This is an optimization exercise on Yosys and OpenROAD, whose aim is small area and a short achievable clock period, not a production implementation.
In this exercise RTL edits were held to simulation tests only and were not proved equivalent to the original.
Power and IR drop assume default switching activity.

==> flow/design.v <==
`default_nettype none
package dmaSystemPkg;
    localparam int wordWidth = 32;
    localparam int regAddrWidth = 5;
    localparam int byteAddrWidth = 32;
    localparam logic [5:0] functAdd = 6'd32;
    localparam logic [5:0] functSub = 6'd34;
    localparam logic [5:0] functAnd = 6'd36;
    localparam logic [5:0] functOr = 6'd37;
    typedef struct packed {
        logic [5:0] op;
        logic [regAddrWidth-1:0] rs;
        logic [regAddrWidth-1:0] rt;
        logic [regAddrWidth-1:0] rd;
        logic [4:0] shamt;
        logic [5:0] funct;
    } rInstr_t;
    typedef union packed {
        logic [wordWidth-1:0] word;
        logic [wordWidth/8-1:0][7:0] lanes;
    } memWord_t;
    typedef struct packed {
        logic toRam;
        logic [byteAddrWidth-1:0] byteAddress;
        logic [byteAddrWidth-1:0] byteCount;
    } dmaDescriptor_t;
    typedef struct packed {
        logic valid;
        logic toRam;
        logic [byteAddrWidth-1:0] byteAddress;
        logic [7:0] value;
    } byteTransfer_t;
    typedef struct packed {
        logic valid;
        logic [regAddrWidth-1:0] rd;
        logic [wordWidth-1:0] value;
    } commitRecord_t;
endpackage
`default_nettype wire
`timescale 1ns/10ps
`default_nettype none
module registerFile (
    input wire logic clock,
    input wire logic reset,
    input wire logic [dmaSystemPkg::regAddrWidth-1:0] rsIndex,
    input wire logic [dmaSystemPkg::regAddrWidth-1:0] rtIndex,
    input wire logic regWrite,
    input wire logic [dmaSystemPkg::regAddrWidth-1:0] regWriteIndex,
    input wire logic [dmaSystemPkg::wordWidth-1:0] regWriteValue,
    output logic [dmaSystemPkg::wordWidth-1:0] rsValue,
    output logic [dmaSystemPkg::wordWidth-1:0] rtValue
);
    localparam int regCount = 2 ** dmaSystemPkg::regAddrWidth;
    logic [dmaSystemPkg::wordWidth-1:0] registers [regCount];
    always_ff @(posedge clock) begin
        if (reset) begin
            for (int i = 0; i < regCount; i++) begin
                registers[i] <= dmaSystemPkg::wordWidth'(i);
            end
        end else if (regWrite) begin
            registers[regWriteIndex] <= regWriteValue;
        end
    end
    assign rsValue = registers[rsIndex];
    assign rtValue = registers[rtIndex];
endmodule
`default_nettype wire
`timescale 1ns/10ps
`default_nettype none
module wordMemory #(
    parameter int memWords = 32,
    parameter bit descendingFill = 1'b0
) (
    input wire logic clock,
    input wire logic reset,
    input wire logic [$clog2(memWords*4)-1:0] byteAddress,
    input wire logic byteWrite,
    input wire logic [7:0] writeByte,
    input wire logic loadWrite,
    input wire logic [$clog2(memWords*4)-1:0] loadAddress,
    input wire logic [7:0] loadByte,
    output logic [7:0] readByte
);
    localparam int memAddrWidth = $clog2(memWords * 4);
    logic [dmaSystemPkg::wordWidth-1:0] storage [memWords];
    logic [dmaSystemPkg::wordWidth-1:0] readWord;
    logic [memAddrWidth-3:0] wordIndex;
    logic [1:0] laneIndex;
    assign wordIndex = byteAddress[memAddrWidth-1:2];
    assign laneIndex = byteAddress[1:0];
    always_ff @(posedge clock) begin
        if (reset) begin
            for (int j = 0; j < memWords; j++) begin
                if (descendingFill) begin
                    storage[j] <= dmaSystemPkg::wordWidth'(memWords - 1 - j);
                end else begin
                    storage[j] <= dmaSystemPkg::wordWidth'(j);
                end
            end
        end else begin
            for (int j = 0; j < memWords; j++) begin
                for (int lane = 0; lane < 4; lane++) begin
                    if (byteWrite && wordIndex == (memAddrWidth-2)'(j) &&
                        laneIndex == 2'(lane)) begin
                        storage[j][8*lane +: 8] <= writeByte;
                    end else if (loadWrite &&
                                 loadAddress == memAddrWidth'(4 * j + lane)) begin
                        storage[j][8*lane +: 8] <= loadByte;
                    end
                end
            end
        end
    end
    assign readWord = storage[wordIndex];
    assign readByte = readWord[8*laneIndex +: 8];
endmodule
`default_nettype wire
`timescale 1ns/10ps
`default_nettype none
module byteMover #(
    parameter int memWords = 32
) (
    input wire logic clock,
    input wire logic reset,
    input wire logic moveStart,
    input wire dmaSystemPkg::dmaDescriptor_t activeDescriptor,
    input wire logic [7:0] ramByte,
    input wire logic [7:0] diskByte,
    output logic [$clog2(memWords*4)-1:0] byteAddress,
    output logic ramWrite,
    output logic diskWrite,
    output logic [7:0] writeByte,
    output logic moveLast,
    output dmaSystemPkg::byteTransfer_t byteStrobe
);
    localparam int memBytes = memWords * 4;
    localparam int memAddrWidth = $clog2(memBytes);
    logic active;
    logic toRam;
    logic [memAddrWidth-1:0] address;
    logic [memAddrWidth-1:0] startAddress;
    logic [dmaSystemPkg::byteAddrWidth-1:0] remaining;
    logic [7:0] sourceByte;
    assign startAddress = memAddrWidth'(activeDescriptor.byteAddress %
                          dmaSystemPkg::byteAddrWidth'(memBytes));
    always_ff @(posedge clock) begin
        if (reset) begin
            active <= 1'b0;
            toRam <= 1'b0;
            address <= '0;
            remaining <= '0;
        end else if (moveStart) begin
            active <= (activeDescriptor.byteCount != '0);
            toRam <= activeDescriptor.toRam;
            address <= startAddress;
            remaining <= activeDescriptor.byteCount;
        end else if (active) begin
            if (address == memAddrWidth'(memBytes - 1)) begin
                address <= '0;
            end else begin
                address <= address + memAddrWidth'(1);
            end
            remaining <= remaining - dmaSystemPkg::byteAddrWidth'(1);
            active <= (remaining != dmaSystemPkg::byteAddrWidth'(1));
        end
    end
    assign moveLast = active && (remaining == dmaSystemPkg::byteAddrWidth'(1));
    assign byteAddress = address;
    assign sourceByte = toRam ? diskByte : ramByte;
    assign writeByte = sourceByte;
    assign ramWrite = active && toRam;
    assign diskWrite = active && !toRam;
    always_comb begin
        byteStrobe.valid = active;
        byteStrobe.toRam = toRam;
        byteStrobe.byteAddress = dmaSystemPkg::byteAddrWidth'(address);
        byteStrobe.value = sourceByte;
    end
endmodule
`default_nettype wire
`timescale 1ns/10ps
`default_nettype none
module busController (
    input wire logic clock,
    input wire logic reset,
    input wire logic dmaRequest,
    input wire dmaSystemPkg::dmaDescriptor_t dmaDescriptor,
    input wire logic holdAck,
    input wire logic moveLast,
    output logic holdRequest,
    output logic moveStart,
    output dmaSystemPkg::dmaDescriptor_t activeDescriptor,
    output logic dmaBusy,
    output logic dmaDone
);
    typedef enum logic [1:0] {
        stateIdle,
        stateRequesting,
        stateMoving,
        stateFinishing
    } busState_t;
    busState_t state;
    busState_t nextState;
    logic acceptRequest;
    assign dmaBusy = (state == stateRequesting) || (state == stateMoving);
    assign holdRequest = dmaBusy;
    assign dmaDone = (state == stateFinishing);
    assign moveStart = (state == stateRequesting) && holdAck;
    assign acceptRequest = dmaRequest && !dmaBusy;
    always_comb begin
        nextState = state;
        case (state)
            stateIdle: begin
                if (acceptRequest) begin
                    nextState = stateRequesting;
                end
            end
            stateRequesting: begin
                if (holdAck) begin
                    if (activeDescriptor.byteCount == '0) begin
                        nextState = stateFinishing;
                    end else begin
                        nextState = stateMoving;
                    end
                end
            end
            stateMoving: begin
                if (moveLast) begin
                    nextState = stateFinishing;
                end
            end
            stateFinishing: begin
                nextState = acceptRequest ? stateRequesting : stateIdle;
            end
            default: nextState = stateIdle;
        endcase
    end
    always_ff @(posedge clock) begin
        if (reset) begin
            state <= stateIdle;
        end else begin
            state <= nextState;
        end
    end
    always_ff @(posedge clock) begin
        if (acceptRequest) begin
            activeDescriptor <= dmaDescriptor;
        end
    end
endmodule
`default_nettype wire
`timescale 1ns/10ps
`default_nettype none
module cpuPipeline #(
    parameter int imemWords = 64
) (
    input wire logic clock,
    input wire logic reset,
    input wire logic progWrite,
    input wire logic [$clog2(imemWords)-1:0] progAddr,
    input wire dmaSystemPkg::rInstr_t progData,
    input wire logic holdRequest,
    input wire logic [dmaSystemPkg::wordWidth-1:0] rsValue,
    input wire logic [dmaSystemPkg::wordWidth-1:0] rtValue,
    output logic holdAck,
    output logic [dmaSystemPkg::regAddrWidth-1:0] rsIndex,
    output logic [dmaSystemPkg::regAddrWidth-1:0] rtIndex,
    output logic regWrite,
    output logic [dmaSystemPkg::regAddrWidth-1:0] regWriteIndex,
    output logic [dmaSystemPkg::wordWidth-1:0] regWriteValue,
    output dmaSystemPkg::commitRecord_t commit
);
    localparam int imemAddrWidth = $clog2(imemWords);
    localparam int pcWidth = imemAddrWidth + 2;
    logic [dmaSystemPkg::wordWidth-1:0] programMemory [imemWords];
    logic [pcWidth-1:0] pc;
    logic [pcWidth-1:0] pcNext;
    dmaSystemPkg::rInstr_t instrReg;
    logic instrValid;
    logic [dmaSystemPkg::wordWidth-1:0] aluResult;
    logic writesReg;
    logic exValid;
    logic [dmaSystemPkg::regAddrWidth-1:0] exRd;
    logic [dmaSystemPkg::wordWidth-1:0] exResult;
    logic freeze;
    always_ff @(posedge clock) begin
        if (progWrite) begin
            programMemory[progAddr] <= progData;
        end
    end
    assign freeze = holdRequest;
    always_ff @(posedge clock) begin
        if (reset) begin
            holdAck <= 1'b0;
        end else begin
            holdAck <= holdRequest;
        end
    end
    assign pcNext = (pc[pcWidth-1:2] == imemAddrWidth'(imemWords - 1)) ?
                    '0 : pc + pcWidth'(4);
    always_ff @(posedge clock) begin
        if (reset) begin
            pc <= '0;
            instrValid <= 1'b0;
        end else if (!freeze) begin
            pc <= pcNext;
            instrValid <= 1'b1;
        end
    end
    always_ff @(posedge clock) begin
        if (!freeze) begin
            instrReg <= programMemory[pc[pcWidth-1:2]];
        end
    end
    assign rsIndex = instrReg.rs;
    assign rtIndex = instrReg.rt;
    always_comb begin
        case (instrReg.funct)
            dmaSystemPkg::functAdd: aluResult = rsValue + rtValue;
            dmaSystemPkg::functSub: aluResult = rsValue - rtValue;
            dmaSystemPkg::functAnd: aluResult = rsValue & rtValue;
            dmaSystemPkg::functOr: aluResult = rsValue | rtValue;
            default: aluResult = '0;
        endcase
    end
    assign writesReg = instrValid && (instrReg.op == '0) && (instrReg.shamt == '0);
    always_ff @(posedge clock) begin
        if (reset) begin
            exValid <= 1'b0;
        end else if (!freeze) begin
            exValid <= writesReg;
        end
    end
    always_ff @(posedge clock) begin
        if (!freeze) begin
            exResult <= aluResult;
            exRd <= instrReg.rd;
        end
    end
    assign regWrite = exValid && !freeze;
    assign regWriteIndex = exRd;
    assign regWriteValue = exResult;
    always_ff @(posedge clock) begin
        if (reset) begin
            commit <= '0;
        end else begin
            commit.valid <= regWrite;
            commit.rd <= exRd;
            commit.value <= exResult;
        end
    end
endmodule
`default_nettype wire
`timescale 1ns/10ps
`default_nettype none
module dmaSystemTop #(
    parameter int imemWords = 64,
    parameter int memWords = 32
) (
    input wire logic clock,
    input wire logic reset,
    input wire logic progWrite,
    input wire logic [$clog2(imemWords)-1:0] progAddr,
    input wire logic [31:0] progData,
    input wire logic dmaRequest,
    input wire logic [64:0] dmaDescriptor,
    input wire logic diskLoad,
    input wire logic [$clog2(memWords*4)-1:0] diskLoadAddr,
    input wire logic [7:0] diskLoadByte,
    output logic [37:0] commit,
    output logic [41:0] byteStrobe,
    output logic busHeld,
    output logic dmaBusy,
    output logic dmaDone
);
    localparam int memAddrWidth = $clog2(memWords * 4);
    logic [dmaSystemPkg::regAddrWidth-1:0] rsIndex;
    logic [dmaSystemPkg::regAddrWidth-1:0] rtIndex;
    logic [dmaSystemPkg::wordWidth-1:0] rsValue;
    logic [dmaSystemPkg::wordWidth-1:0] rtValue;
    logic regWrite;
    logic [dmaSystemPkg::regAddrWidth-1:0] regWriteIndex;
    logic [dmaSystemPkg::wordWidth-1:0] regWriteValue;
    logic holdRequest;
    logic moveStart;
    logic moveLast;
    dmaSystemPkg::dmaDescriptor_t activeDescriptor;
    logic [memAddrWidth-1:0] byteAddress;
    logic ramWrite;
    logic diskWrite;
    logic [7:0] writeByte;
    logic [7:0] ramByte;
    logic [7:0] diskByte;
    cpuPipeline #(
        .imemWords(imemWords)
    ) i_cpuPipeline (
        .clock(clock),
        .reset(reset),
        .progWrite(progWrite),
        .progAddr(progAddr),
        .progData(progData),
        .holdRequest(holdRequest),
        .rsValue(rsValue),
        .rtValue(rtValue),
        .holdAck(busHeld),
        .rsIndex(rsIndex),
        .rtIndex(rtIndex),
        .regWrite(regWrite),
        .regWriteIndex(regWriteIndex),
        .regWriteValue(regWriteValue),
        .commit(commit)
    );
    registerFile i_registerFile (
        .clock(clock),
        .reset(reset),
        .rsIndex(rsIndex),
        .rtIndex(rtIndex),
        .regWrite(regWrite),
        .regWriteIndex(regWriteIndex),
        .regWriteValue(regWriteValue),
        .rsValue(rsValue),
        .rtValue(rtValue)
    );
    busController i_busController (
        .clock(clock),
        .reset(reset),
        .dmaRequest(dmaRequest),
        .dmaDescriptor(dmaDescriptor),
        .holdAck(busHeld),
        .moveLast(moveLast),
        .holdRequest(holdRequest),
        .moveStart(moveStart),
        .activeDescriptor(activeDescriptor),
        .dmaBusy(dmaBusy),
        .dmaDone(dmaDone)
    );
    byteMover #(
        .memWords(memWords)
    ) i_byteMover (
        .clock(clock),
        .reset(reset),
        .moveStart(moveStart),
        .activeDescriptor(activeDescriptor),
        .ramByte(ramByte),
        .diskByte(diskByte),
        .byteAddress(byteAddress),
        .ramWrite(ramWrite),
        .diskWrite(diskWrite),
        .writeByte(writeByte),
        .moveLast(moveLast),
        .byteStrobe(byteStrobe)
    );
    wordMemory #(
        .memWords(memWords),
        .descendingFill(1'b0)
    ) ramMemory (
        .clock(clock),
        .reset(reset),
        .byteAddress(byteAddress),
        .byteWrite(ramWrite),
        .writeByte(writeByte),
        .loadWrite(1'b0),
        .loadAddress('0),
        .loadByte('0),
        .readByte(ramByte)
    );
    wordMemory #(
        .memWords(memWords),
        .descendingFill(1'b1)
    ) diskMemory (
        .clock(clock),
        .reset(reset),
        .byteAddress(byteAddress),
        .byteWrite(diskWrite),
        .writeByte(writeByte),
        .loadWrite(diskLoad),
        .loadAddress(diskLoadAddr),
        .loadByte(diskLoadByte),
        .readByte(diskByte)
    );
endmodule
`default_nettype wire
==> flow/run.sh <==
#!/bin/bash
# synth_recipe.tcl (not shown) runs the flow's synth.tcl, then flattens the netlist and writes it again
# the make line also repeats each setting of config.mk as NAME=value (left out here)
make -C /OpenROAD-flow-scripts/flow DESIGN_CONFIG=/design/flow/config.mk WORK_HOME=/design/flow/orfs CLKGATE_MAP_FILE= SYNTH_SCRIPT=/design/flow/synth_recipe.tcl finish
==> flow/config.mk <==
export PLATFORM = sky130hd
export DESIGN_NAME = dmaSystemTop
export DESIGN_NICKNAME = dmaSystemTop
export VERILOG_FILES = /design/flow/design.v
export SDC_FILE = /design/flow/constraint.sdc
export NUM_CORES = 8
export LEC_CHECK = 0
export CAP_MARGIN = 20
export CORE_MARGIN = 2
export CORE_UTILIZATION = 45
export PLACE_DENSITY = 0.6
export SLEW_MARGIN = 20
==> flow/constraint.sdc <==
create_clock -name core_clock -period 10.0 [get_ports {clock}]
set_input_delay 2.0000 -clock core_clock [delete_from_list [all_inputs] [get_ports {clock}]]
set_output_delay 2.0000 -clock core_clock [all_outputs]
set_load 0.01 [all_outputs]
==> results.toml <==
[run_status]
status = "complete, no violations"

[die]
rows = 267
die_h_um = 731
coreArea_um2 = 528000
initial_core_util_pct = 45.1
ios = 206
die_w_um = 731
dieArea_um2 = 535000

[layout]
mostFrequentLayoutCells = "3181 x edfxtp_1, 2667 x nor2_1, 2125 x dfxtp_1"
drive_gt1_share_pct = 14.9
final_common_cell = "edfxtp_1"
fin_cells = 26800
areaGrowthSynthToFinish_pct = 11.6
nets = 19400

[timing]
finalSetupViolations = 0
hold_viol = 0
tns_ns = 0
tightest_slew_ns = 1.32
drv_slew = 0
skew_ns = 0.0531
fin_crit_sh_pct = 95.7
fin_ws_ns = 0.427
fin_crit_ns = 9.57
timing.max_slew.rel_slack_pct = 11.9
rsz0062_at_grt = "no"
max_freq_mhz = 104

[clock_network]
cts_tree = "yes"
root_buffer = "clkbuf_16"
cts_buffer_depth = 4
cts_buffers = 579
path_clk_slew_ns = 0.06
clk-insertion-delay-late_ns = 1.13
post_cts_buffers = 0
h-tree-depth = 6
cts-resized-gates = 0
cts_sinks = 5319
ctsHoldBuffers = 0

[setup_path]
cp_top_family = "simple AND/OR/NAND/NOR gates"
cpMaxStageDelayCell = "and3b_2"
path_cells = "and3b_2, and2_4, buf_4, a22oi_1, nand2_1, nor4_1, a21oi_1, mux4_2, mux2_8, clkdlybuf4s50_1"
crit_path_end_kind = "primary output"
path_class = "reg2out"
critPathMaxStageDelay_ns = 1.15
cp.required_ns = 8.00
cp.arrival_ns = 7.57
crit_buf_inv = 2
ff2ff_setup_slack_ns = 1.85
critPathMaxFanout = 52
cp-start-kind = "register"

[detailed_routing]
drt_iter0_markers = 29000
dr.pass1.iters = 7
wl_mm = 899
vias = 178000
ant_nets = 0
wl_per_cell_um = 33.5
avgViaCountPerCell = 6.64
drcViolationCount = 0

[job]
maxCapViolCount = 0

[logic_synthesis]
yosysSeqAreaShare_pct = 58.1
synthArstFlopShare_pct = 0
synth-seq-cells = 5319
syn_inst = 19800
synth_area_um2 = 238000
yosysUniqueCellTypes = 87
synth-edff-count = 3181
yosys_warnings = 8
avgSynthCellArea_um2 = 12.0
ys.flop_type = "edfxtp_1"

[grt]
grt_pass1_vias = 167000
antenna_found_initial = 101
grt_pass1_wl_mm = 1270
grt.total_usage_pct = 32.7
grt_start_max_net_pins = 218
overflow = 0

[place]
place_ws_ns = 1.94
routabilityCongestion = 0.959
io_buffers = 155
dpl.hpwl_mm = 535
dp.cells = 25700

[power]
peakVddDrop_uv = 317
power_w = 0.0665
power.density_nw_per_um2 = 250
power_leakage_nw = 91.0

[hold_path]
hold_class = "reg2reg"
==> cell type report <==
| class | instances | area, µm² |
|---|---|---|
| clock buffer | 763 | 16000 |
| clock inverter | 282 | 2810 |
| tap | 6994 | 8750 |
| timing repair buffer | 660 | 5770 |
| sequential | 5319 | 138000 |
| antenna | 67 | 168 |
| inverter | 34 | 150 |
| multi-input combinational | 12700 | 93700 |
| fill | 45300 | 262000 |
==> worst paths after layout <==
kind,start,endpoint,depth (start not counted)
setup / recovery,i_byteMover.address[3],byteStrobe[7],10
hold / removal,i_cpuPipeline.instrReg[13],i_cpuPipeline.exRd[2],0
setup reg to reg,i_byteMover.address[3],ramMemory.storage[23][4],14
hold reg to reg,i_cpuPipeline.instrReg[13],i_cpuPipeline.exRd[2],0
==> registers in the layout, summed over array words and instances (netlist names) <==
name / flops
i_cpuPipeline.programMemory: 2048
diskMemory.storage: 1024
i_registerFile.registers: 1024
ramMemory.storage: 1024
i_busController.activeDescriptor: 40
i_cpuPipeline.commit: 38
i_byteMover.remaining: 32
i_cpuPipeline.exResult: 32
i_cpuPipeline.instrReg: 32
i_byteMover.address: 7
i_cpuPipeline.pc: 6
i_cpuPipeline.exRd: 5
i_busController.state: 2
i_byteMover.active: 1
i_byteMover.toRam: 1
i_cpuPipeline.exValid: 1
i_cpuPipeline.holdAck: 1
i_cpuPipeline.instrValid: 1
==> worst reg2reg max path, cell delays in order (launching register included) <==
cell and delay, ns:
dfxtp_2 0.86, and3b_2 1.17, and2_4 0.76, buf_4 0.59
a22oi_1 0.31, and4_1 0.32, nand4_1 0.16, o22ai_1 0.20
mux2i_1 0.54, mux4_4 0.56, buf_4 0.58, buf_4 0.72
buf_4 0.89, nor2_1 0.20, o21ai_0 0.20
==> layer usage <==
layer,vias to the layer above,wire length (µm),track usage [%]
met4,32,47600,15.0
met2,12400,387000,48.0
met5,-,222,0
met1,89500,349000,45.5
met3,2414,115000,8.49
li1,73700,-,-
==> synthesized netlist by cell type, drive strengths merged, types with 78 or more instances <==
cell type	n	area (µm²)
edfxtp	3181	95500
nand4	165	1030
buf	597	2910
and2	984	6160
clkbuf	1231	4620
nor3	167	836
mux2i	595	5960
and3	82	513
a21oi	519	2600
o21ai	1429	7150
nor2	2800	10500
a22oi	793	5950
or3	119	744
mux4	1225	27600
a311oi	584	5110
a211oi	433	3250
dfxtp	2138	42800
nor4	78	494
nand2	1489	5590
nand3	457	2290
==> per-stage QoR <==
stage                     utilization, %  instance area (µm²)  hold WS [ns]
after floorplan                        -               238000         0.400
after global placement              46.7               246000         0.404
after detailed placement            46.7               247000         0.405
after CTS                           50.3               265000         0.419
after global routing                50.3               266000         0.441
final                               50.3               266000         0.419
==> cell families (layout without fill, tap and decap cells) <==
family	after synthesis	count (layout)	synth area share, %
multiplexers	1865	1865	14.3
other	1	92	0.00158
flip-flops	5319	5319	58.1
AO/OA/AOI/OAI	4090	4090	11.3
adder cells (fa/ha/maj)	76	76	0.372
XOR/XNOR	85	85	0.313
buffers and inverters	1862	1739	3.22
AND/OR/NAND/NOR	6540	6540	12.4
==> power by group <==
part	total, W	internal (W)	switching [W]
Sequential	0.0245	0.0238	0.000699
Combinational	0.0205	0.00728	0.0132
Clock	0.0216	0.0123	0.00930
Total	0.0665	0.0434	0.0232

## port drivers added, routing unchanged
The flow's constraints put no driver on any port. The routed layout listed below was extracted and timed again, unchanged, in two steps.
Step 1 sets driving cells, clkbuf_16 on the clock port and buf_2 on the other inputs (assumed; they add their load-dependent delay and slew).
Step 2 also shifts input and output timing later by t, the mid clock arrival at the registers, as if the neighbouring blocks saw the same clock.
a / b / c = ideal / step 1 / step 2; a / b = the first two.
shift t [ns]: 1.238
setup slack, ns: 0.427 / 0.290 / 1.528
worst setup path after step 2: register to output
After both steps this run still meets setup and hold. The setup slack of this run moves by -0.137 ns with the drivers and by +1.101 ns with both steps.
